What follows belongs to an exercise in optimizing a design on an open flow for small area and a short achievable clock period; a production flow would make more cautious choices. Function was not checked in any run shown here: the RTL went through the layout flow alone. Power figures rest on the tool's default switching activity, not on a simulated workload.

==> flow/design.v (outline; a module is shown in full before it is edited, if it fits) <==
// module fullAdd: 10 lines
// module halfAdd: 9 lines
// module boothEnc: 10 lines
// module wallaceMulTop: 1048 lines
module wallaceMulTop (
	input  logic        clk,
	input  logic        arstN,
	input  logic        reqValid,
	input  logic [15:0] reqOpA,
	input  logic [15:0] reqOpB,
	output logic        respValid,
	output logic [31:0] respProduct
);
  // ...
==> flow/flow/run.sh <==
#!/bin/bash
# The standard layout (standard.sh, unchanged synthesis) with two changes:
# the port buffers are plain buf_2 cells instead of the delay buffers that
# buffer_ports picks by default, and the clock tree is built from clkbuf_8 cells without dummy loads.
set -euo pipefail
export BUFFER_PORTS_ARGS="-buffer_cell sky130_fd_sc_hd__buf_2"
export CTS_ARGS="-sink_clustering_enable -repair_clock_nets -buf_list sky130_fd_sc_hd__clkbuf_8 -dont_use_dummy_load -sink_clustering_size 14 -sink_clustering_max_diameter 100"
bash standard.sh > standard.log 2>&1
==> flow/standard.sh <==
#!/bin/bash
# synth_recipe.tcl (not shown) runs the flow's synth.tcl, then flattens the netlist and writes it again
# the make line also repeats each setting of config.mk as NAME=value (left out here)
make -C /OpenROAD-flow-scripts/flow DESIGN_CONFIG=/design/flow/config.mk WORK_HOME=/design/flow/orfs CLKGATE_MAP_FILE= SYNTH_SCRIPT=/design/flow/synth_recipe.tcl "${@:-finish}"
==> flow/config.mk <==
export PLATFORM = sky130hd
export DESIGN_NAME = wallaceMulTop
export DESIGN_NICKNAME = wallaceMulTop
export VERILOG_FILES = /design/flow/design.v
export SDC_FILE = /design/flow/constraint.sdc
export NUM_CORES = 4
export LEC_CHECK = 0
export ABC_CLOCK_PERIOD_IN_PS = 2500
export CAP_MARGIN = 20
export CORE_MARGIN = 2
export CORE_UTILIZATION = 60
export SETUP_SLACK_MARGIN = 2.1
export SLEW_MARGIN = 20
export SYNTH_HIERARCHICAL = 1
==> flow/constraint.sdc <==
create_clock -name core_clock -period 4.3 [get_ports {clk}]
set_input_delay 0.8600 -clock core_clock [delete_from_list [all_inputs] [get_ports {clk}]]
set_output_delay 0.8600 -clock core_clock [all_outputs]
set_load 0.01 [all_outputs]
==> run summary, run 1 <==
# TYPE chip_impl_metric gauge
chip_impl_info{name="synthDominantAreaCellType",value="dfxtp_1"} 1
chip_impl_info{name="setup_repair_after_global_routing_missed_its_margin",value="true"} 1
chip_impl_metric{name="gr-usage-all-layers",unit=""} 0.2585
chip_impl_metric{name="drt_drc_violations_left",unit=""} 0
chip_impl_info{name="critPathLaunchType",value="flip-flop"} 1
chip_impl_metric{name="final.period_utilization",unit=""} 0.5544
chip_impl_metric{name="maxSlewViolCount",unit=""} 0
chip_impl_metric{name="place_worst_setup_slack",unit="ps"} 840.0
chip_impl_metric{name="gp_congestion",unit=""} 0.8571
chip_impl_metric{name="met2WireLength",unit="um"} 11520
chip_impl_metric{name="cts_inserted_buffers",unit=""} 19
chip_impl_metric{name="port_buffers",unit=""} 67
chip_impl_info{name="setup.worst_path.start",value="s2_q[24]"} 1
chip_impl_metric{name="critPathRequiredTime",unit="ps"} 4750
chip_impl_info{name="cells_traversed_along_the_worst_timing_path",value="ha_4, ha_4, a211oi_2, o211ai_1, a41oi_4, buf_4, o21ai_2, a221oi_2, xnor2_1"} 1
chip_impl_metric{name="pin_count",unit=""} 68
chip_impl_metric{name="gr-total-overflow",unit=""} 0
chip_impl_metric{name="placed_cell_area",unit="sq um"} 11610
chip_impl_metric{name="power_frac_comb",unit=""} 0.542
chip_impl_metric{name="setup.reg_to_reg.worst_slack",unit="ps"} 1920
chip_impl_info{name="cts_tree",value="yes"} 1
chip_impl_metric{name="core_area",unit="sq um"} 18090
chip_impl_metric{name="yosys.area_share.adder",unit=""} 0.2716
chip_impl_info{name="route.top_layer_used",value="met4"} 1
chip_impl_info{name="synth_top_flop_cell",value="dfxtp_1"} 1
chip_impl_metric{name="clock_power",unit="W"} 0.00102
chip_impl_metric{name="finalClockSkew",unit="ps"} 45.92
chip_impl_metric{name="netSwitchingPower",unit="W"} 0.003563
chip_impl_info{name="largest_class",value="multi-input combinational cells"} 1
chip_impl_info{name="reg_top3",value="s1_q (125), s2_q (52), respProduct (32)"} 1
chip_impl_metric{name="cts_htree_levels",unit=""} 1
chip_impl_metric{name="clock_power_share",unit=""} 0.112
chip_impl_info{name="hold_path_class",value="input port to async pin"} 1
chip_impl_metric{name="grt_antenna_before_repair",unit=""} 0
chip_impl_info{name="run_status",value="no timing/DRC/antenna violations"} 1
==> run 2, diff against run 1 <==
--- a/flow/design.v
+++ b/flow/design.v
@@ -29,16 +29,26 @@
 	output logic       one,
 	output logic       two,
 	output logic       neg
 );
 	assign one = b[1] ^ b[0];
 	assign two = (b[2] & ~b[1] & ~b[0]) | (~b[2] & b[1] & b[0]);
 	assign neg = b[2];
 endmodule
+module boothSel (
+	input  logic one,
+	input  logic two,
+	input  logic neg,
+	input  logic a,
+	input  logic aLow,
+	output logic pp
+);
+	assign pp = ((one & a) | (two & aLow)) ^ neg;
+endmodule
 `timescale 1ns/1ps
 `timescale 1ns/1ps
 `timescale 1ns/1ps
 `timescale 1ns/1ps
 module wallaceMulTop (
 	input  logic        clk,
 	input  logic        arstN,
 	input  logic        reqValid,
@@ -227,152 +237,152 @@
 	logic pp8_8;
 	logic pp8_9;
 	logic pp8_10;
 	logic pp8_11;
 	logic pp8_12;
 	logic pp8_13;
 	logic pp8_14;
 	logic pp8_15;
-	assign pp0_0 = (one[0] & reqOpA[0]) ^ neg[0];
-	assign pp0_1 = ((one[0] & reqOpA[1]) | (two[0] & reqOpA[0])) ^ neg[0];
-	assign pp0_2 = ((one[0] & reqOpA[2]) | (two[0] & reqOpA[1])) ^ neg[0];
-	assign pp0_3 = ((one[0] & reqOpA[3]) | (two[0] & reqOpA[2])) ^ neg[0];
-	assign pp0_4 = ((one[0] & reqOpA[4]) | (two[0] & reqOpA[3])) ^ neg[0];
-	assign pp0_5 = ((one[0] & reqOpA[5]) | (two[0] & reqOpA[4])) ^ neg[0];
-	assign pp0_6 = ((one[0] & reqOpA[6]) | (two[0] & reqOpA[5])) ^ neg[0];
-	assign pp0_7 = ((one[0] & reqOpA[7]) | (two[0] & reqOpA[6])) ^ neg[0];
-	assign pp0_8 = ((one[0] & reqOpA[8]) | (two[0] & reqOpA[7])) ^ neg[0];
-	assign pp0_9 = ((one[0] & reqOpA[9]) | (two[0] & reqOpA[8])) ^ neg[0];
-	assign pp0_10 = ((one[0] & reqOpA[10]) | (two[0] & reqOpA[9])) ^ neg[0];
-	assign pp0_11 = ((one[0] & reqOpA[11]) | (two[0] & reqOpA[10])) ^ neg[0];
-	assign pp0_12 = ((one[0] & reqOpA[12]) | (two[0] & reqOpA[11])) ^ neg[0];
-	assign pp0_13 = ((one[0] & reqOpA[13]) | (two[0] & reqOpA[12])) ^ neg[0];
-	assign pp0_14 = ((one[0] & reqOpA[14]) | (two[0] & reqOpA[13])) ^ neg[0];
-	assign pp0_15 = ((one[0] & reqOpA[15]) | (two[0] & reqOpA[14])) ^ neg[0];
-	assign pp0_16 = (two[0] & reqOpA[15]) ^ neg[0];
-	assign pp1_0 = (one[1] & reqOpA[0]) ^ neg[1];
-	assign pp1_1 = ((one[1] & reqOpA[1]) | (two[1] & reqOpA[0])) ^ neg[1];
-	assign pp1_2 = ((one[1] & reqOpA[2]) | (two[1] & reqOpA[1])) ^ neg[1];
-	assign pp1_3 = ((one[1] & reqOpA[3]) | (two[1] & reqOpA[2])) ^ neg[1];
-	assign pp1_4 = ((one[1] & reqOpA[4]) | (two[1] & reqOpA[3])) ^ neg[1];
-	assign pp1_5 = ((one[1] & reqOpA[5]) | (two[1] & reqOpA[4])) ^ neg[1];
-	assign pp1_6 = ((one[1] & reqOpA[6]) | (two[1] & reqOpA[5])) ^ neg[1];
-	assign pp1_7 = ((one[1] & reqOpA[7]) | (two[1] & reqOpA[6])) ^ neg[1];
-	assign pp1_8 = ((one[1] & reqOpA[8]) | (two[1] & reqOpA[7])) ^ neg[1];
-	assign pp1_9 = ((one[1] & reqOpA[9]) | (two[1] & reqOpA[8])) ^ neg[1];
-	assign pp1_10 = ((one[1] & reqOpA[10]) | (two[1] & reqOpA[9])) ^ neg[1];
-	assign pp1_11 = ((one[1] & reqOpA[11]) | (two[1] & reqOpA[10])) ^ neg[1];
-	assign pp1_12 = ((one[1] & reqOpA[12]) | (two[1] & reqOpA[11])) ^ neg[1];
-	assign pp1_13 = ((one[1] & reqOpA[13]) | (two[1] & reqOpA[12])) ^ neg[1];
-	assign pp1_14 = ((one[1] & reqOpA[14]) | (two[1] & reqOpA[13])) ^ neg[1];
-	assign pp1_15 = ((one[1] & reqOpA[15]) | (two[1] & reqOpA[14])) ^ neg[1];
-	assign pp1_16 = (two[1] & reqOpA[15]) ^ neg[1];
-	assign pp2_0 = (one[2] & reqOpA[0]) ^ neg[2];
-	assign pp2_1 = ((one[2] & reqOpA[1]) | (two[2] & reqOpA[0])) ^ neg[2];
-	assign pp2_2 = ((one[2] & reqOpA[2]) | (two[2] & reqOpA[1])) ^ neg[2];
-	assign pp2_3 = ((one[2] & reqOpA[3]) | (two[2] & reqOpA[2])) ^ neg[2];
-	assign pp2_4 = ((one[2] & reqOpA[4]) | (two[2] & reqOpA[3])) ^ neg[2];
-	assign pp2_5 = ((one[2] & reqOpA[5]) | (two[2] & reqOpA[4])) ^ neg[2];
-	assign pp2_6 = ((one[2] & reqOpA[6]) | (two[2] & reqOpA[5])) ^ neg[2];
-	assign pp2_7 = ((one[2] & reqOpA[7]) | (two[2] & reqOpA[6])) ^ neg[2];
-	assign pp2_8 = ((one[2] & reqOpA[8]) | (two[2] & reqOpA[7])) ^ neg[2];
-	assign pp2_9 = ((one[2] & reqOpA[9]) | (two[2] & reqOpA[8])) ^ neg[2];
-	assign pp2_10 = ((one[2] & reqOpA[10]) | (two[2] & reqOpA[9])) ^ neg[2];
-	assign pp2_11 = ((one[2] & reqOpA[11]) | (two[2] & reqOpA[10])) ^ neg[2];
-	assign pp2_12 = ((one[2] & reqOpA[12]) | (two[2] & reqOpA[11])) ^ neg[2];
-	assign pp2_13 = ((one[2] & reqOpA[13]) | (two[2] & reqOpA[12])) ^ neg[2];
-	assign pp2_14 = ((one[2] & reqOpA[14]) | (two[2] & reqOpA[13])) ^ neg[2];
-	assign pp2_15 = ((one[2] & reqOpA[15]) | (two[2] & reqOpA[14])) ^ neg[2];
-	assign pp2_16 = (two[2] & reqOpA[15]) ^ neg[2];
-	assign pp3_0 = (one[3] & reqOpA[0]) ^ neg[3];
-	assign pp3_1 = ((one[3] & reqOpA[1]) | (two[3] & reqOpA[0])) ^ neg[3];
-	assign pp3_2 = ((one[3] & reqOpA[2]) | (two[3] & reqOpA[1])) ^ neg[3];
-	assign pp3_3 = ((one[3] & reqOpA[3]) | (two[3] & reqOpA[2])) ^ neg[3];
-	assign pp3_4 = ((one[3] & reqOpA[4]) | (two[3] & reqOpA[3])) ^ neg[3];
-	assign pp3_5 = ((one[3] & reqOpA[5]) | (two[3] & reqOpA[4])) ^ neg[3];
-	assign pp3_6 = ((one[3] & reqOpA[6]) | (two[3] & reqOpA[5])) ^ neg[3];
-	assign pp3_7 = ((one[3] & reqOpA[7]) | (two[3] & reqOpA[6])) ^ neg[3];
-	assign pp3_8 = ((one[3] & reqOpA[8]) | (two[3] & reqOpA[7])) ^ neg[3];
-	assign pp3_9 = ((one[3] & reqOpA[9]) | (two[3] & reqOpA[8])) ^ neg[3];
-	assign pp3_10 = ((one[3] & reqOpA[10]) | (two[3] & reqOpA[9])) ^ neg[3];
-	assign pp3_11 = ((one[3] & reqOpA[11]) | (two[3] & reqOpA[10])) ^ neg[3];
-	assign pp3_12 = ((one[3] & reqOpA[12]) | (two[3] & reqOpA[11])) ^ neg[3];
-	assign pp3_13 = ((one[3] & reqOpA[13]) | (two[3] & reqOpA[12])) ^ neg[3];
-	assign pp3_14 = ((one[3] & reqOpA[14]) | (two[3] & reqOpA[13])) ^ neg[3];
-	assign pp3_15 = ((one[3] & reqOpA[15]) | (two[3] & reqOpA[14])) ^ neg[3];
-	assign pp3_16 = (two[3] & reqOpA[15]) ^ neg[3];
-	assign pp4_0 = (one[4] & reqOpA[0]) ^ neg[4];
-	assign pp4_1 = ((one[4] & reqOpA[1]) | (two[4] & reqOpA[0])) ^ neg[4];
-	assign pp4_2 = ((one[4] & reqOpA[2]) | (two[4] & reqOpA[1])) ^ neg[4];
-	assign pp4_3 = ((one[4] & reqOpA[3]) | (two[4] & reqOpA[2])) ^ neg[4];
-	assign pp4_4 = ((one[4] & reqOpA[4]) | (two[4] & reqOpA[3])) ^ neg[4];
-	assign pp4_5 = ((one[4] & reqOpA[5]) | (two[4] & reqOpA[4])) ^ neg[4];
-	assign pp4_6 = ((one[4] & reqOpA[6]) | (two[4] & reqOpA[5])) ^ neg[4];
-	assign pp4_7 = ((one[4] & reqOpA[7]) | (two[4] & reqOpA[6])) ^ neg[4];
-	assign pp4_8 = ((one[4] & reqOpA[8]) | (two[4] & reqOpA[7])) ^ neg[4];
-	assign pp4_9 = ((one[4] & reqOpA[9]) | (two[4] & reqOpA[8])) ^ neg[4];
-	assign pp4_10 = ((one[4] & reqOpA[10]) | (two[4] & reqOpA[9])) ^ neg[4];
-	assign pp4_11 = ((one[4] & reqOpA[11]) | (two[4] & reqOpA[10])) ^ neg[4];
-	assign pp4_12 = ((one[4] & reqOpA[12]) | (two[4] & reqOpA[11])) ^ neg[4];
-	assign pp4_13 = ((one[4] & reqOpA[13]) | (two[4] & reqOpA[12])) ^ neg[4];
-	assign pp4_14 = ((one[4] & reqOpA[14]) | (two[4] & reqOpA[13])) ^ neg[4];
-	assign pp4_15 = ((one[4] & reqOpA[15]) | (two[4] & reqOpA[14])) ^ neg[4];
-	assign pp4_16 = (two[4] & reqOpA[15]) ^ neg[4];
-	assign pp5_0 = (one[5] & reqOpA[0]) ^ neg[5];
-	assign pp5_1 = ((one[5] & reqOpA[1]) | (two[5] & reqOpA[0])) ^ neg[5];
-	assign pp5_2 = ((one[5] & reqOpA[2]) | (two[5] & reqOpA[1])) ^ neg[5];
-	assign pp5_3 = ((one[5] & reqOpA[3]) | (two[5] & reqOpA[2])) ^ neg[5];
-	assign pp5_4 = ((one[5] & reqOpA[4]) | (two[5] & reqOpA[3])) ^ neg[5];
-	assign pp5_5 = ((one[5] & reqOpA[5]) | (two[5] & reqOpA[4])) ^ neg[5];
-	assign pp5_6 = ((one[5] & reqOpA[6]) | (two[5] & reqOpA[5])) ^ neg[5];
-	assign pp5_7 = ((one[5] & reqOpA[7]) | (two[5] & reqOpA[6])) ^ neg[5];
-	assign pp5_8 = ((one[5] & reqOpA[8]) | (two[5] & reqOpA[7])) ^ neg[5];
-	assign pp5_9 = ((one[5] & reqOpA[9]) | (two[5] & reqOpA[8])) ^ neg[5];
-	assign pp5_10 = ((one[5] & reqOpA[10]) | (two[5] & reqOpA[9])) ^ neg[5];
-	assign pp5_11 = ((one[5] & reqOpA[11]) | (two[5] & reqOpA[10])) ^ neg[5];
-	assign pp5_12 = ((one[5] & reqOpA[12]) | (two[5] & reqOpA[11])) ^ neg[5];
-	assign pp5_13 = ((one[5] & reqOpA[13]) | (two[5] & reqOpA[12])) ^ neg[5];
-	assign pp5_14 = ((one[5] & reqOpA[14]) | (two[5] & reqOpA[13])) ^ neg[5];
-	assign pp5_15 = ((one[5] & reqOpA[15]) | (two[5] & reqOpA[14])) ^ neg[5];
-	assign pp5_16 = (two[5] & reqOpA[15]) ^ neg[5];
-	assign pp6_0 = (one[6] & reqOpA[0]) ^ neg[6];
-	assign pp6_1 = ((one[6] & reqOpA[1]) | (two[6] & reqOpA[0])) ^ neg[6];
-	assign pp6_2 = ((one[6] & reqOpA[2]) | (two[6] & reqOpA[1])) ^ neg[6];
-	assign pp6_3 = ((one[6] & reqOpA[3]) | (two[6] & reqOpA[2])) ^ neg[6];
-	assign pp6_4 = ((one[6] & reqOpA[4]) | (two[6] & reqOpA[3])) ^ neg[6];
-	assign pp6_5 = ((one[6] & reqOpA[5]) | (two[6] & reqOpA[4])) ^ neg[6];
-	assign pp6_6 = ((one[6] & reqOpA[6]) | (two[6] & reqOpA[5])) ^ neg[6];
-	assign pp6_7 = ((one[6] & reqOpA[7]) | (two[6] & reqOpA[6])) ^ neg[6];
-	assign pp6_8 = ((one[6] & reqOpA[8]) | (two[6] & reqOpA[7])) ^ neg[6];
-	assign pp6_9 = ((one[6] & reqOpA[9]) | (two[6] & reqOpA[8])) ^ neg[6];
-	assign pp6_10 = ((one[6] & reqOpA[10]) | (two[6] & reqOpA[9])) ^ neg[6];
-	assign pp6_11 = ((one[6] & reqOpA[11]) | (two[6] & reqOpA[10])) ^ neg[6];
-	assign pp6_12 = ((one[6] & reqOpA[12]) | (two[6] & reqOpA[11])) ^ neg[6];
-	assign pp6_13 = ((one[6] & reqOpA[13]) | (two[6] & reqOpA[12])) ^ neg[6];
-	assign pp6_14 = ((one[6] & reqOpA[14]) | (two[6] & reqOpA[13])) ^ neg[6];
-	assign pp6_15 = ((one[6] & reqOpA[15]) | (two[6] & reqOpA[14])) ^ neg[6];
-	assign pp6_16 = (two[6] & reqOpA[15]) ^ neg[6];
-	assign pp7_0 = (one[7] & reqOpA[0]) ^ neg[7];
-	assign pp7_1 = ((one[7] & reqOpA[1]) | (two[7] & reqOpA[0])) ^ neg[7];
-	assign pp7_2 = ((one[7] & reqOpA[2]) | (two[7] & reqOpA[1])) ^ neg[7];
-	assign pp7_3 = ((one[7] & reqOpA[3]) | (two[7] & reqOpA[2])) ^ neg[7];
-	assign pp7_4 = ((one[7] & reqOpA[4]) | (two[7] & reqOpA[3])) ^ neg[7];
-	assign pp7_5 = ((one[7] & reqOpA[5]) | (two[7] & reqOpA[4])) ^ neg[7];
-	assign pp7_6 = ((one[7] & reqOpA[6]) | (two[7] & reqOpA[5])) ^ neg[7];
-	assign pp7_7 = ((one[7] & reqOpA[7]) | (two[7] & reqOpA[6])) ^ neg[7];
-	assign pp7_8 = ((one[7] & reqOpA[8]) | (two[7] & reqOpA[7])) ^ neg[7];
-	assign pp7_9 = ((one[7] & reqOpA[9]) | (two[7] & reqOpA[8])) ^ neg[7];
-	assign pp7_10 = ((one[7] & reqOpA[10]) | (two[7] & reqOpA[9])) ^ neg[7];
-	assign pp7_11 = ((one[7] & reqOpA[11]) | (two[7] & reqOpA[10])) ^ neg[7];
-	assign pp7_12 = ((one[7] & reqOpA[12]) | (two[7] & reqOpA[11])) ^ neg[7];
-	assign pp7_13 = ((one[7] & reqOpA[13]) | (two[7] & reqOpA[12])) ^ neg[7];
-	assign pp7_14 = ((one[7] & reqOpA[14]) | (two[7] & reqOpA[13])) ^ neg[7];
-	assign pp7_15 = ((one[7] & reqOpA[15]) | (two[7] & reqOpA[14])) ^ neg[7];
-	assign pp7_16 = (two[7] & reqOpA[15]) ^ neg[7];
+	boothSel upp0_0 (.one(one[0]), .two(two[0]), .neg(neg[0]), .a(reqOpA[0]), .aLow(1'b0), .pp(pp0_0));
+	boothSel upp0_1 (.one(one[0]), .two(two[0]), .neg(neg[0]), .a(reqOpA[1]), .aLow(reqOpA[0]), .pp(pp0_1));
+	boothSel upp0_2 (.one(one[0]), .two(two[0]), .neg(neg[0]), .a(reqOpA[2]), .aLow(reqOpA[1]), .pp(pp0_2));
+	boothSel upp0_3 (.one(one[0]), .two(two[0]), .neg(neg[0]), .a(reqOpA[3]), .aLow(reqOpA[2]), .pp(pp0_3));
+	boothSel upp0_4 (.one(one[0]), .two(two[0]), .neg(neg[0]), .a(reqOpA[4]), .aLow(reqOpA[3]), .pp(pp0_4));
+	boothSel upp0_5 (.one(one[0]), .two(two[0]), .neg(neg[0]), .a(reqOpA[5]), .aLow(reqOpA[4]), .pp(pp0_5));
+	boothSel upp0_6 (.one(one[0]), .two(two[0]), .neg(neg[0]), .a(reqOpA[6]), .aLow(reqOpA[5]), .pp(pp0_6));
+	boothSel upp0_7 (.one(one[0]), .two(two[0]), .neg(neg[0]), .a(reqOpA[7]), .aLow(reqOpA[6]), .pp(pp0_7));
+	boothSel upp0_8 (.one(one[0]), .two(two[0]), .neg(neg[0]), .a(reqOpA[8]), .aLow(reqOpA[7]), .pp(pp0_8));
+	boothSel upp0_9 (.one(one[0]), .two(two[0]), .neg(neg[0]), .a(reqOpA[9]), .aLow(reqOpA[8]), .pp(pp0_9));
+	boothSel upp0_10 (.one(one[0]), .two(two[0]), .neg(neg[0]), .a(reqOpA[10]), .aLow(reqOpA[9]), .pp(pp0_10));
+	boothSel upp0_11 (.one(one[0]), .two(two[0]), .neg(neg[0]), .a(reqOpA[11]), .aLow(reqOpA[10]), .pp(pp0_11));
+	boothSel upp0_12 (.one(one[0]), .two(two[0]), .neg(neg[0]), .a(reqOpA[12]), .aLow(reqOpA[11]), .pp(pp0_12));
+	boothSel upp0_13 (.one(one[0]), .two(two[0]), .neg(neg[0]), .a(reqOpA[13]), .aLow(reqOpA[12]), .pp(pp0_13));
+	boothSel upp0_14 (.one(one[0]), .two(two[0]), .neg(neg[0]), .a(reqOpA[14]), .aLow(reqOpA[13]), .pp(pp0_14));
+	boothSel upp0_15 (.one(one[0]), .two(two[0]), .neg(neg[0]), .a(reqOpA[15]), .aLow(reqOpA[14]), .pp(pp0_15));
+	boothSel upp0_16 (.one(one[0]), .two(two[0]), .neg(neg[0]), .a(1'b0), .aLow(reqOpA[15]), .pp(pp0_16));
+	boothSel upp1_0 (.one(one[1]), .two(two[1]), .neg(neg[1]), .a(reqOpA[0]), .aLow(1'b0), .pp(pp1_0));
+	boothSel upp1_1 (.one(one[1]), .two(two[1]), .neg(neg[1]), .a(reqOpA[1]), .aLow(reqOpA[0]), .pp(pp1_1));
+	boothSel upp1_2 (.one(one[1]), .two(two[1]), .neg(neg[1]), .a(reqOpA[2]), .aLow(reqOpA[1]), .pp(pp1_2));
+	boothSel upp1_3 (.one(one[1]), .two(two[1]), .neg(neg[1]), .a(reqOpA[3]), .aLow(reqOpA[2]), .pp(pp1_3));
+	boothSel upp1_4 (.one(one[1]), .two(two[1]), .neg(neg[1]), .a(reqOpA[4]), .aLow(reqOpA[3]), .pp(pp1_4));
+	boothSel upp1_5 (.one(one[1]), .two(two[1]), .neg(neg[1]), .a(reqOpA[5]), .aLow(reqOpA[4]), .pp(pp1_5));
+	boothSel upp1_6 (.one(one[1]), .two(two[1]), .neg(neg[1]), .a(reqOpA[6]), .aLow(reqOpA[5]), .pp(pp1_6));
+	boothSel upp1_7 (.one(one[1]), .two(two[1]), .neg(neg[1]), .a(reqOpA[7]), .aLow(reqOpA[6]), .pp(pp1_7));
+	boothSel upp1_8 (.one(one[1]), .two(two[1]), .neg(neg[1]), .a(reqOpA[8]), .aLow(reqOpA[7]), .pp(pp1_8));
+	boothSel upp1_9 (.one(one[1]), .two(two[1]), .neg(neg[1]), .a(reqOpA[9]), .aLow(reqOpA[8]), .pp(pp1_9));
+	boothSel upp1_10 (.one(one[1]), .two(two[1]), .neg(neg[1]), .a(reqOpA[10]), .aLow(reqOpA[9]), .pp(pp1_10));
+	boothSel upp1_11 (.one(one[1]), .two(two[1]), .neg(neg[1]), .a(reqOpA[11]), .aLow(reqOpA[10]), .pp(pp1_11));
+	boothSel upp1_12 (.one(one[1]), .two(two[1]), .neg(neg[1]), .a(reqOpA[12]), .aLow(reqOpA[11]), .pp(pp1_12));
+	boothSel upp1_13 (.one(one[1]), .two(two[1]), .neg(neg[1]), .a(reqOpA[13]), .aLow(reqOpA[12]), .pp(pp1_13));
+	boothSel upp1_14 (.one(one[1]), .two(two[1]), .neg(neg[1]), .a(reqOpA[14]), .aLow(reqOpA[13]), .pp(pp1_14));
+	boothSel upp1_15 (.one(one[1]), .two(two[1]), .neg(neg[1]), .a(reqOpA[15]), .aLow(reqOpA[14]), .pp(pp1_15));
+	boothSel upp1_16 (.one(one[1]), .two(two[1]), .neg(neg[1]), .a(1'b0), .aLow(reqOpA[15]), .pp(pp1_16));
+	boothSel upp2_0 (.one(one[2]), .two(two[2]), .neg(neg[2]), .a(reqOpA[0]), .aLow(1'b0), .pp(pp2_0));
+	boothSel upp2_1 (.one(one[2]), .two(two[2]), .neg(neg[2]), .a(reqOpA[1]), .aLow(reqOpA[0]), .pp(pp2_1));
+	boothSel upp2_2 (.one(one[2]), .two(two[2]), .neg(neg[2]), .a(reqOpA[2]), .aLow(reqOpA[1]), .pp(pp2_2));
+	boothSel upp2_3 (.one(one[2]), .two(two[2]), .neg(neg[2]), .a(reqOpA[3]), .aLow(reqOpA[2]), .pp(pp2_3));
+	boothSel upp2_4 (.one(one[2]), .two(two[2]), .neg(neg[2]), .a(reqOpA[4]), .aLow(reqOpA[3]), .pp(pp2_4));
+	boothSel upp2_5 (.one(one[2]), .two(two[2]), .neg(neg[2]), .a(reqOpA[5]), .aLow(reqOpA[4]), .pp(pp2_5));
+	boothSel upp2_6 (.one(one[2]), .two(two[2]), .neg(neg[2]), .a(reqOpA[6]), .aLow(reqOpA[5]), .pp(pp2_6));
+	boothSel upp2_7 (.one(one[2]), .two(two[2]), .neg(neg[2]), .a(reqOpA[7]), .aLow(reqOpA[6]), .pp(pp2_7));
+	boothSel upp2_8 (.one(one[2]), .two(two[2]), .neg(neg[2]), .a(reqOpA[8]), .aLow(reqOpA[7]), .pp(pp2_8));
+	boothSel upp2_9 (.one(one[2]), .two(two[2]), .neg(neg[2]), .a(reqOpA[9]), .aLow(reqOpA[8]), .pp(pp2_9));
+	boothSel upp2_10 (.one(one[2]), .two(two[2]), .neg(neg[2]), .a(reqOpA[10]), .aLow(reqOpA[9]), .pp(pp2_10));
+	boothSel upp2_11 (.one(one[2]), .two(two[2]), .neg(neg[2]), .a(reqOpA[11]), .aLow(reqOpA[10]), .pp(pp2_11));
+	boothSel upp2_12 (.one(one[2]), .two(two[2]), .neg(neg[2]), .a(reqOpA[12]), .aLow(reqOpA[11]), .pp(pp2_12));
+	boothSel upp2_13 (.one(one[2]), .two(two[2]), .neg(neg[2]), .a(reqOpA[13]), .aLow(reqOpA[12]), .pp(pp2_13));
+	boothSel upp2_14 (.one(one[2]), .two(two[2]), .neg(neg[2]), .a(reqOpA[14]), .aLow(reqOpA[13]), .pp(pp2_14));
+	boothSel upp2_15 (.one(one[2]), .two(two[2]), .neg(neg[2]), .a(reqOpA[15]), .aLow(reqOpA[14]), .pp(pp2_15));
+	boothSel upp2_16 (.one(one[2]), .two(two[2]), .neg(neg[2]), .a(1'b0), .aLow(reqOpA[15]), .pp(pp2_16));
+	boothSel upp3_0 (.one(one[3]), .two(two[3]), .neg(neg[3]), .a(reqOpA[0]), .aLow(1'b0), .pp(pp3_0));
+	boothSel upp3_1 (.one(one[3]), .two(two[3]), .neg(neg[3]), .a(reqOpA[1]), .aLow(reqOpA[0]), .pp(pp3_1));
+	boothSel upp3_2 (.one(one[3]), .two(two[3]), .neg(neg[3]), .a(reqOpA[2]), .aLow(reqOpA[1]), .pp(pp3_2));
+	boothSel upp3_3 (.one(one[3]), .two(two[3]), .neg(neg[3]), .a(reqOpA[3]), .aLow(reqOpA[2]), .pp(pp3_3));
+	boothSel upp3_4 (.one(one[3]), .two(two[3]), .neg(neg[3]), .a(reqOpA[4]), .aLow(reqOpA[3]), .pp(pp3_4));
+	boothSel upp3_5 (.one(one[3]), .two(two[3]), .neg(neg[3]), .a(reqOpA[5]), .aLow(reqOpA[4]), .pp(pp3_5));
+	boothSel upp3_6 (.one(one[3]), .two(two[3]), .neg(neg[3]), .a(reqOpA[6]), .aLow(reqOpA[5]), .pp(pp3_6));
+	boothSel upp3_7 (.one(one[3]), .two(two[3]), .neg(neg[3]), .a(reqOpA[7]), .aLow(reqOpA[6]), .pp(pp3_7));
+	boothSel upp3_8 (.one(one[3]), .two(two[3]), .neg(neg[3]), .a(reqOpA[8]), .aLow(reqOpA[7]), .pp(pp3_8));
+	boothSel upp3_9 (.one(one[3]), .two(two[3]), .neg(neg[3]), .a(reqOpA[9]), .aLow(reqOpA[8]), .pp(pp3_9));
+	boothSel upp3_10 (.one(one[3]), .two(two[3]), .neg(neg[3]), .a(reqOpA[10]), .aLow(reqOpA[9]), .pp(pp3_10));
+	boothSel upp3_11 (.one(one[3]), .two(two[3]), .neg(neg[3]), .a(reqOpA[11]), .aLow(reqOpA[10]), .pp(pp3_11));
+	boothSel upp3_12 (.one(one[3]), .two(two[3]), .neg(neg[3]), .a(reqOpA[12]), .aLow(reqOpA[11]), .pp(pp3_12));
+	boothSel upp3_13 (.one(one[3]), .two(two[3]), .neg(neg[3]), .a(reqOpA[13]), .aLow(reqOpA[12]), .pp(pp3_13));
+	boothSel upp3_14 (.one(one[3]), .two(two[3]), .neg(neg[3]), .a(reqOpA[14]), .aLow(reqOpA[13]), .pp(pp3_14));
+	boothSel upp3_15 (.one(one[3]), .two(two[3]), .neg(neg[3]), .a(reqOpA[15]), .aLow(reqOpA[14]), .pp(pp3_15));
+	boothSel upp3_16 (.one(one[3]), .two(two[3]), .neg(neg[3]), .a(1'b0), .aLow(reqOpA[15]), .pp(pp3_16));
+	boothSel upp4_0 (.one(one[4]), .two(two[4]), .neg(neg[4]), .a(reqOpA[0]), .aLow(1'b0), .pp(pp4_0));
+	boothSel upp4_1 (.one(one[4]), .two(two[4]), .neg(neg[4]), .a(reqOpA[1]), .aLow(reqOpA[0]), .pp(pp4_1));
+	boothSel upp4_2 (.one(one[4]), .two(two[4]), .neg(neg[4]), .a(reqOpA[2]), .aLow(reqOpA[1]), .pp(pp4_2));
+	boothSel upp4_3 (.one(one[4]), .two(two[4]), .neg(neg[4]), .a(reqOpA[3]), .aLow(reqOpA[2]), .pp(pp4_3));
+	boothSel upp4_4 (.one(one[4]), .two(two[4]), .neg(neg[4]), .a(reqOpA[4]), .aLow(reqOpA[3]), .pp(pp4_4));
+	boothSel upp4_5 (.one(one[4]), .two(two[4]), .neg(neg[4]), .a(reqOpA[5]), .aLow(reqOpA[4]), .pp(pp4_5));
+	boothSel upp4_6 (.one(one[4]), .two(two[4]), .neg(neg[4]), .a(reqOpA[6]), .aLow(reqOpA[5]), .pp(pp4_6));
+	boothSel upp4_7 (.one(one[4]), .two(two[4]), .neg(neg[4]), .a(reqOpA[7]), .aLow(reqOpA[6]), .pp(pp4_7));
+	boothSel upp4_8 (.one(one[4]), .two(two[4]), .neg(neg[4]), .a(reqOpA[8]), .aLow(reqOpA[7]), .pp(pp4_8));
+	boothSel upp4_9 (.one(one[4]), .two(two[4]), .neg(neg[4]), .a(reqOpA[9]), .aLow(reqOpA[8]), .pp(pp4_9));
+	boothSel upp4_10 (.one(one[4]), .two(two[4]), .neg(neg[4]), .a(reqOpA[10]), .aLow(reqOpA[9]), .pp(pp4_10));
+	boothSel upp4_11 (.one(one[4]), .two(two[4]), .neg(neg[4]), .a(reqOpA[11]), .aLow(reqOpA[10]), .pp(pp4_11));
+	boothSel upp4_12 (.one(one[4]), .two(two[4]), .neg(neg[4]), .a(reqOpA[12]), .aLow(reqOpA[11]), .pp(pp4_12));
+	boothSel upp4_13 (.one(one[4]), .two(two[4]), .neg(neg[4]), .a(reqOpA[13]), .aLow(reqOpA[12]), .pp(pp4_13));
+	boothSel upp4_14 (.one(one[4]), .two(two[4]), .neg(neg[4]), .a(reqOpA[14]), .aLow(reqOpA[13]), .pp(pp4_14));
+	boothSel upp4_15 (.one(one[4]), .two(two[4]), .neg(neg[4]), .a(reqOpA[15]), .aLow(reqOpA[14]), .pp(pp4_15));
+	boothSel upp4_16 (.one(one[4]), .two(two[4]), .neg(neg[4]), .a(1'b0), .aLow(reqOpA[15]), .pp(pp4_16));
+	boothSel upp5_0 (.one(one[5]), .two(two[5]), .neg(neg[5]), .a(reqOpA[0]), .aLow(1'b0), .pp(pp5_0));
+	boothSel upp5_1 (.one(one[5]), .two(two[5]), .neg(neg[5]), .a(reqOpA[1]), .aLow(reqOpA[0]), .pp(pp5_1));
+	boothSel upp5_2 (.one(one[5]), .two(two[5]), .neg(neg[5]), .a(reqOpA[2]), .aLow(reqOpA[1]), .pp(pp5_2));
+	boothSel upp5_3 (.one(one[5]), .two(two[5]), .neg(neg[5]), .a(reqOpA[3]), .aLow(reqOpA[2]), .pp(pp5_3));
+	boothSel upp5_4 (.one(one[5]), .two(two[5]), .neg(neg[5]), .a(reqOpA[4]), .aLow(reqOpA[3]), .pp(pp5_4));
+	boothSel upp5_5 (.one(one[5]), .two(two[5]), .neg(neg[5]), .a(reqOpA[5]), .aLow(reqOpA[4]), .pp(pp5_5));
+	boothSel upp5_6 (.one(one[5]), .two(two[5]), .neg(neg[5]), .a(reqOpA[6]), .aLow(reqOpA[5]), .pp(pp5_6));
+	boothSel upp5_7 (.one(one[5]), .two(two[5]), .neg(neg[5]), .a(reqOpA[7]), .aLow(reqOpA[6]), .pp(pp5_7));
+	boothSel upp5_8 (.one(one[5]), .two(two[5]), .neg(neg[5]), .a(reqOpA[8]), .aLow(reqOpA[7]), .pp(pp5_8));
+	boothSel upp5_9 (.one(one[5]), .two(two[5]), .neg(neg[5]), .a(reqOpA[9]), .aLow(reqOpA[8]), .pp(pp5_9));
+	boothSel upp5_10 (.one(one[5]), .two(two[5]), .neg(neg[5]), .a(reqOpA[10]), .aLow(reqOpA[9]), .pp(pp5_10));
+	boothSel upp5_11 (.one(one[5]), .two(two[5]), .neg(neg[5]), .a(reqOpA[11]), .aLow(reqOpA[10]), .pp(pp5_11));
+	boothSel upp5_12 (.one(one[5]), .two(two[5]), .neg(neg[5]), .a(reqOpA[12]), .aLow(reqOpA[11]), .pp(pp5_12));
+	boothSel upp5_13 (.one(one[5]), .two(two[5]), .neg(neg[5]), .a(reqOpA[13]), .aLow(reqOpA[12]), .pp(pp5_13));
+	boothSel upp5_14 (.one(one[5]), .two(two[5]), .neg(neg[5]), .a(reqOpA[14]), .aLow(reqOpA[13]), .pp(pp5_14));
+	boothSel upp5_15 (.one(one[5]), .two(two[5]), .neg(neg[5]), .a(reqOpA[15]), .aLow(reqOpA[14]), .pp(pp5_15));
+	boothSel upp5_16 (.one(one[5]), .two(two[5]), .neg(neg[5]), .a(1'b0), .aLow(reqOpA[15]), .pp(pp5_16));
+	boothSel upp6_0 (.one(one[6]), .two(two[6]), .neg(neg[6]), .a(reqOpA[0]), .aLow(1'b0), .pp(pp6_0));
+	boothSel upp6_1 (.one(one[6]), .two(two[6]), .neg(neg[6]), .a(reqOpA[1]), .aLow(reqOpA[0]), .pp(pp6_1));
+	boothSel upp6_2 (.one(one[6]), .two(two[6]), .neg(neg[6]), .a(reqOpA[2]), .aLow(reqOpA[1]), .pp(pp6_2));
+	boothSel upp6_3 (.one(one[6]), .two(two[6]), .neg(neg[6]), .a(reqOpA[3]), .aLow(reqOpA[2]), .pp(pp6_3));
+	boothSel upp6_4 (.one(one[6]), .two(two[6]), .neg(neg[6]), .a(reqOpA[4]), .aLow(reqOpA[3]), .pp(pp6_4));
+	boothSel upp6_5 (.one(one[6]), .two(two[6]), .neg(neg[6]), .a(reqOpA[5]), .aLow(reqOpA[4]), .pp(pp6_5));
+	boothSel upp6_6 (.one(one[6]), .two(two[6]), .neg(neg[6]), .a(reqOpA[6]), .aLow(reqOpA[5]), .pp(pp6_6));
+	boothSel upp6_7 (.one(one[6]), .two(two[6]), .neg(neg[6]), .a(reqOpA[7]), .aLow(reqOpA[6]), .pp(pp6_7));
+	boothSel upp6_8 (.one(one[6]), .two(two[6]), .neg(neg[6]), .a(reqOpA[8]), .aLow(reqOpA[7]), .pp(pp6_8));
+	boothSel upp6_9 (.one(one[6]), .two(two[6]), .neg(neg[6]), .a(reqOpA[9]), .aLow(reqOpA[8]), .pp(pp6_9));
+	boothSel upp6_10 (.one(one[6]), .two(two[6]), .neg(neg[6]), .a(reqOpA[10]), .aLow(reqOpA[9]), .pp(pp6_10));
+	boothSel upp6_11 (.one(one[6]), .two(two[6]), .neg(neg[6]), .a(reqOpA[11]), .aLow(reqOpA[10]), .pp(pp6_11));
+	boothSel upp6_12 (.one(one[6]), .two(two[6]), .neg(neg[6]), .a(reqOpA[12]), .aLow(reqOpA[11]), .pp(pp6_12));
+	boothSel upp6_13 (.one(one[6]), .two(two[6]), .neg(neg[6]), .a(reqOpA[13]), .aLow(reqOpA[12]), .pp(pp6_13));
+	boothSel upp6_14 (.one(one[6]), .two(two[6]), .neg(neg[6]), .a(reqOpA[14]), .aLow(reqOpA[13]), .pp(pp6_14));
+	boothSel upp6_15 (.one(one[6]), .two(two[6]), .neg(neg[6]), .a(reqOpA[15]), .aLow(reqOpA[14]), .pp(pp6_15));
+	boothSel upp6_16 (.one(one[6]), .two(two[6]), .neg(neg[6]), .a(1'b0), .aLow(reqOpA[15]), .pp(pp6_16));
+	boothSel upp7_0 (.one(one[7]), .two(two[7]), .neg(neg[7]), .a(reqOpA[0]), .aLow(1'b0), .pp(pp7_0));
+	boothSel upp7_1 (.one(one[7]), .two(two[7]), .neg(neg[7]), .a(reqOpA[1]), .aLow(reqOpA[0]), .pp(pp7_1));
+	boothSel upp7_2 (.one(one[7]), .two(two[7]), .neg(neg[7]), .a(reqOpA[2]), .aLow(reqOpA[1]), .pp(pp7_2));
+	boothSel upp7_3 (.one(one[7]), .two(two[7]), .neg(neg[7]), .a(reqOpA[3]), .aLow(reqOpA[2]), .pp(pp7_3));
+	boothSel upp7_4 (.one(one[7]), .two(two[7]), .neg(neg[7]), .a(reqOpA[4]), .aLow(reqOpA[3]), .pp(pp7_4));
+	boothSel upp7_5 (.one(one[7]), .two(two[7]), .neg(neg[7]), .a(reqOpA[5]), .aLow(reqOpA[4]), .pp(pp7_5));
+	boothSel upp7_6 (.one(one[7]), .two(two[7]), .neg(neg[7]), .a(reqOpA[6]), .aLow(reqOpA[5]), .pp(pp7_6));
+	boothSel upp7_7 (.one(one[7]), .two(two[7]), .neg(neg[7]), .a(reqOpA[7]), .aLow(reqOpA[6]), .pp(pp7_7));
+	boothSel upp7_8 (.one(one[7]), .two(two[7]), .neg(neg[7]), .a(reqOpA[8]), .aLow(reqOpA[7]), .pp(pp7_8));
+	boothSel upp7_9 (.one(one[7]), .two(two[7]), .neg(neg[7]), .a(reqOpA[9]), .aLow(reqOpA[8]), .pp(pp7_9));
+	boothSel upp7_10 (.one(one[7]), .two(two[7]), .neg(neg[7]), .a(reqOpA[10]), .aLow(reqOpA[9]), .pp(pp7_10));
+	boothSel upp7_11 (.one(one[7]), .two(two[7]), .neg(neg[7]), .a(reqOpA[11]), .aLow(reqOpA[10]), .pp(pp7_11));
+	boothSel upp7_12 (.one(one[7]), .two(two[7]), .neg(neg[7]), .a(reqOpA[12]), .aLow(reqOpA[11]), .pp(pp7_12));
+	boothSel upp7_13 (.one(one[7]), .two(two[7]), .neg(neg[7]), .a(reqOpA[13]), .aLow(reqOpA[12]), .pp(pp7_13));
+	boothSel upp7_14 (.one(one[7]), .two(two[7]), .neg(neg[7]), .a(reqOpA[14]), .aLow(reqOpA[13]), .pp(pp7_14));
+	boothSel upp7_15 (.one(one[7]), .two(two[7]), .neg(neg[7]), .a(reqOpA[15]), .aLow(reqOpA[14]), .pp(pp7_15));
+	boothSel upp7_16 (.one(one[7]), .two(two[7]), .neg(neg[7]), .a(1'b0), .aLow(reqOpA[15]), .pp(pp7_16));
 	assign pp8_0 = reqOpA[0] & reqOpB[15];
 	assign pp8_1 = reqOpA[1] & reqOpB[15];
 	assign pp8_2 = reqOpA[2] & reqOpB[15];
 	assign pp8_3 = reqOpA[3] & reqOpB[15];
 	assign pp8_4 = reqOpA[4] & reqOpB[15];
 	assign pp8_5 = reqOpA[5] & reqOpB[15];
 	assign pp8_6 = reqOpA[6] & reqOpB[15];
 	assign pp8_7 = reqOpA[7] & reqOpB[15];
==> flow/flow/run.sh (replaced) <==
#!/bin/bash
# The standard layout (standard.sh, unchanged synthesis) with two changes:
# the port buffers are plain buf_2 cells instead of the delay buffers that
# buffer_ports picks by default, and the clock tree is built from clkbuf_4 and
# clkbuf_8 cells without dummy loads.
set -euo pipefail
export BUFFER_PORTS_ARGS="-buffer_cell sky130_fd_sc_hd__buf_2"
export CTS_ARGS="-sink_clustering_enable -repair_clock_nets -buf_list {sky130_fd_sc_hd__clkbuf_4 sky130_fd_sc_hd__clkbuf_8} -dont_use_dummy_load"
bash standard.sh > standard.log 2>&1
==> run summary, run 2 <==
# TYPE chip_impl_metric gauge
chip_impl_info{name="run_status",value="no timing/DRC/antenna violations"} 1
chip_impl_metric{name="place_worst_setup_slack",unit="ps"} 911.6
chip_impl_metric{name="die_w",unit="um"} 142.2
chip_impl_info{name="netlist_top_cells_count",value="dfxtp_1 (209), xnor2_1 (148), a22oi_2 (136), fa_1 (116), ha_1 (56)"} 1
chip_impl_metric{name="setup_violations",unit=""} 0
chip_impl_metric{name="syn-instance-count",unit=""} 862
chip_impl_metric{name="relative_slew_slack",unit=""} 0.5528
chip_impl_info{name="cts_tree",value="yes"} 1
chip_impl_metric{name="timing.final.ws_setup",unit="ps"} 2032
chip_impl_metric{name="initialDrtViolationCount",unit=""} 395
chip_impl_metric{name="chipHeight",unit="um"} 142.2
chip_impl_metric{name="rr_worst_depth",unit=""} 9
chip_impl_info{name="setup_repair_after_global_routing_missed_its_margin",value="true"} 1
chip_impl_metric{name="drtPass1Iterations",unit=""} 5
chip_impl_metric{name="netlist-cell-type-count",unit=""} 43
chip_impl_info{name="regToRegEndpoint",value="respProduct[30]"} 1
chip_impl_metric{name="gr-usage-all-layers",unit=""} 0.2797
chip_impl_info{name="critical_path.endpoint",value="respProduct[30]"} 1
chip_impl_metric{name="synthesis.yosys.warnings",unit=""} 7
chip_impl_metric{name="multi_input_area",unit="sq um"} 7596
chip_impl_info{name="max_flop_register",value="s1_q"} 1
chip_impl_metric{name="hold_viol",unit=""} 0
chip_impl_metric{name="final_antenna_net_count",unit=""} 0
chip_impl_metric{name="cp.arrival",unit="ps"} 2660
chip_impl_metric{name="finalClockSkew",unit="ps"} 36.35
chip_impl_metric{name="core_area",unit="sq um"} 18710
chip_impl_metric{name="synth.top_cell.area_share",unit=""} 0.3652
chip_impl_metric{name="drt_drc_violations_left",unit=""} 0
chip_impl_metric{name="path_clk_slew",unit="ps"} 60
chip_impl_metric{name="netSwitchingPower",unit="W"} 0.003676
chip_impl_info{name="synthDominantAreaCellType",value="dfxtp_1"} 1
chip_impl_metric{name="routedWlPerCell",unit="um"} 21.93
chip_impl_metric{name="initial_utilization",unit=""} 0.6125
chip_impl_metric{name="clk-insertion-delay-late",unit="ps"} 520
chip_impl_metric{name="post-route-min-period",unit="ps"} 2268
chip_impl_metric{name="layout.filler_cells",unit=""} 1241
chip_impl_metric{name="flop_pwr_share",unit=""} 0.330
chip_impl_info{name="critical_path_class",value="flip-flop to flip-flop"} 1
chip_impl_metric{name="synth_area_in_compound_gates",unit=""} 0.1910
chip_impl_metric{name="dp_hpwl",unit="um"} 17730
chip_impl_metric{name="grt_pass1_wl",unit="um"} 42910
chip_impl_metric{name="max_cap_violations",unit=""} 0
chip_impl_info{name="r2r_start",value="s2_q[24]"} 1
chip_impl_metric{name="synth-async-reset-ratio",unit=""} 0.01415
chip_impl_info{name="synth_top_flop_cell",value="dfxtp_1"} 1
chip_impl_metric{name="syn_avg_cell_area",unit="sq um"} 13.29
chip_impl_metric{name="gp_congestion",unit=""} 0.8284
chip_impl_info{name="hold_path_class",value="input port to async pin"} 1
chip_impl_metric{name="post_drt_via_cell_ratio",unit=""} 5.821
chip_impl_metric{name="post-route-util",unit=""} 0.7441
chip_impl_metric{name="timing.fmax",unit="GHz"} 0.4408
chip_impl_metric{name="maxSlewViolCount",unit=""} 0
chip_impl_metric{name="syn-cell-area",unit="sq um"} 11460
chip_impl_metric{name="post_route_cells_drive_above_1_share",unit=""} 0.3698
chip_impl_metric{name="design.final.nets",unit=""} 1250
chip_impl_info{name="critPathLaunchType",value="flip-flop"} 1
chip_impl_metric{name="power_frac_comb",unit=""} 0.520
chip_impl_metric{name="critPathRequiredTime",unit="ps"} 4690
chip_impl_metric{name="design.die.area",unit="sq um"} 20220
chip_impl_metric{name="core.rowCount",unit=""} 50
chip_impl_metric{name="timing.critical_path.fanout_max",unit=""} 3
chip_impl_metric{name="pin_count",unit=""} 68
chip_impl_metric{name="gr-total-overflow",unit=""} 0
chip_impl_metric{name="intPower",unit="W"} 0.005870
chip_impl_metric{name="grt_antenna_before_repair",unit=""} 1
chip_impl_metric{name="setup.reg_to_reg.worst_slack",unit="ps"} 2030
chip_impl_info{name="synth_area_leaders",value="dfxtp_1 (37%), fa_1 (20%), a22oi_2 (15%), xnor2_1 (11%), ha_1 (6.1%)"} 1
chip_impl_metric{name="clock_power_share",unit=""} 0.151
chip_impl_metric{name="clock-sinks",unit=""} 212
chip_impl_info{name="cts-root-buf",value="clkbuf_8"} 1
chip_impl_metric{name="power.density",unit="nW/um^2"} 685.9
chip_impl_metric{name="areaGrowthSynthToFinish",unit="%"} 21.48
chip_impl_metric{name="cts_htree_levels",unit=""} 2
chip_impl_metric{name="grt_start_max_net_pins",unit=""} 28
chip_impl_metric{name="timing.setup.tns",unit="ps"} 0
chip_impl_metric{name="cts_inserted_buffers",unit=""} 36
chip_impl_info{name="final_common_cell",value="dfxtp_1"} 1
chip_impl_metric{name="area_share_of_and_or_nand_nor_cells_after_synthesis",unit=""} 0.02927
chip_impl_metric{name="yosys.area_share.adder",unit=""} 0.2638
chip_impl_metric{name="worst_supply_voltage_drop_on_vdd",unit="mV"} 0.4589
chip_impl_metric{name="vias_in_the_first_global_route",unit=""} 8009
chip_impl_metric{name="synthXorXnorAreaFrac",unit=""} 0.1277
chip_impl_metric{name="leakage",unit="nW"} 5.389
chip_impl_info{name="synth_top_family_by_area",value="adder cells"} 1
chip_impl_info{name="most_used_cells_in_the_layout_excluding_fill_and_tap_cells",value="dfxtp_1 (206), xnor2_1 (145), a22oi_2 (136)"} 1
chip_impl_info{name="setup.worst_path.start",value="s2_q[24]"} 1
chip_impl_metric{name="number_of_flip_flops_in_the_largest_register",unit=""} 125
chip_impl_metric{name="worst_slew_pin_slew",unit="ps"} 670.8
chip_impl_info{name="post-synth-top-count-cell",value="dfxtp_1"} 1
chip_impl_info{name="reg_top3",value="s1_q (125), s2_q (52), respProduct (32)"} 1
chip_impl_metric{name="power.switching_fraction",unit=""} 0.3851
chip_impl_metric{name="yosys-mux-area-fraction",unit=""} 0
chip_impl_metric{name="ys_seq_area_frac",unit=""} 0.3717
chip_impl_info{name="critPathCaptureType",value="flip-flop"} 1
chip_impl_metric{name="clockBufferDepth",unit=""} 3
chip_impl_metric{name="sequential_cell_area",unit="sq um"} 4263
chip_impl_metric{name="final.period_utilization",unit=""} 0.5275
chip_impl_metric{name="drt-total-wl",unit="um"} 27980
chip_impl_metric{name="number_of_enable_flip_flop_cells_after_synthesis",unit=""} 0
chip_impl_metric{name="port_buffers",unit=""} 67
chip_impl_metric{name="vias",unit=""} 7427
chip_impl_metric{name="ys_ff_latch",unit=""} 212
-- run 2: cell types whose count changed in the layout (fill, tap and decap cells not counted), moves of 4 or more --
| cell | delta |
|---|---|
| o21ai_0 | -8 |
| xor2_4 | +8 |
| buf_4 | +4 |
| buf_6 | -4 |
| a22oi_2 | +127 |
| nand2_1 | -24 |
| buf_12 | +15 |
| nand3_1 | +5 |
| conb_1 | +16 |
| a22oi_1 | -110 |
| clkbuf_8 | +17 |
-- run 2: cell type report --
cell class                 instances  share of cell area
multi-input combinational        627              0.5458
clock buffer                      36             0.03560
timing repair buffer             136             0.08306
antenna                            1           0.0001798
inverter                          30            0.008091
sequential                       212              0.3063
tap                              234             0.02104
-- run 2: cell families (layout without fill, tap and decap cells) --
logic type / after synthesis / count (layout)
adder cells (fa/ha/maj): 172 / 172
AND/OR/NAND/NOR: 68 / 68
other: 1 / 20
buffers and inverters: 41 / 202
flip-flops: 212 / 212
XOR/XNOR: 167 / 167
AO/OA/AOI/OAI: 201 / 201
-- run 2: worst min path at each step --
stage,from,endpoint,slack [ps],depth (start not counted)
after floorplan,s2_q[0],respProduct[0],310,0
after global placement,s2_q[6],respProduct[6],310,0
after detailed placement,s2_q[6],respProduct[6],310,0
after CTS,arstN,valid2_q,100,1
after global routing,arstN,valid2_q,110,1
final,arstN,valid2_q,130,1
-- run 2: critical path, cell delays in order (launching register included) --
cell	delay (ps)
dfxtp_2	320
ha_4	240
ha_4	240
and2_4	170
a221o_1	320
a21o_1	210
a21oi_4	190
o22a_4	190
a31oi_4	90
xor2_1	180
-- run 2: modules after synthesis (local to each module, per instance) --
| module | cells | flip-flops and latches | copies in the design | area, sq um |
|---|---|---|---|---|
| boothSel | 2 | 0 | 136 | 21.27 |
| boothEnc | 5 | 0 | 8 | 38.79 |
| fullAdd | 1 | 0 | 116 | 20.02 |
| halfAdd | 1 | 0 | 29 | 12.51 |
| wallaceMulTop | 405 | 212 | 1 | 5569 |
-- run 2: routing by layer --
metal	up-vias	share of wire	global-route usage
met4	0	0.026	0.1026
met1	3720	0.43	0.3857
met5	-	0	0
met2	318	0.46	0.4381
met3	62	0.078	0.06057
li1	3327	-	-
-- run 2: timing repair --
item                       4_1_cts  5_1_grt
hold buffers                     0        0
pin swaps                       19       17
setup buffers                   56        5
gates resized for setup         18       48
setup endpoints to repair      118       61
cloned                           0        1
-- run 2: power by group through the flow --
| stage | Combinational [W] | Sequential [W] | Clock, W |
|---|---|---|---|
| 2_1_floorplan | 0.00300 | 0.00317 | 0 |
| 3_3_place_gp | 0.00416 | 0.00315 | 0 |
| 5_1_grt | 0.00558 | 0.00322 | 0.00156 |
| 3_5_place_dp | 0.00430 | 0.00317 | 0 |
| 4_1_cts | 0.00454 | 0.00314 | 0.00148 |
| 6_report | 0.00496 | 0.00315 | 0.00144 |
-- run 2: through the flow --
| stage | cells | instance area, sq um | power [W] | hold slack, ps |
|---|---|---|---|---|
| after global routing | 1275 | 13920 | 0.01035 | 105.0 |
| final | 1276 | 13920 | 0.009546 | 127.5 |
| after CTS | 1269 | 13620 | 0.009154 | 102.6 |
| after global placement | 1177 | 12440 | 0.007314 | 311.1 |
| after detailed placement | 1177 | 12440 | 0.007467 | 314.6 |
| after floorplan | 880 | 11830 | 0.006171 | 309.6 |

## port drivers added, routing unchanged
The results above use ideal ports. As a check the final layouts listed here were re-extracted and re-timed, cells and wires unchanged. Step 1 assumes that a clkbuf_16 drives the clock port and a buf_2 every other input. Step 2 also shifts input and output timing later by t, the mid clock arrival at the registers, as if the neighbouring blocks saw the same clock. Slacks: ideal / step 1 / step 2; pairs: ideal / step 1.
run | shift t [ns] | setup WS [ns] | worst setup path at the end
run 1 | 0.529 | 1.916 / 1.916 / 1.560 | input to register
run 2 | 0.545 | 2.032 / 2.032 / 1.590 | input to register
After both steps setup and hold are still met in every run listed. For run 2, which loses most, drivers alone change the setup slack by 0.000 ns; drivers and shift together by -0.442 ns.
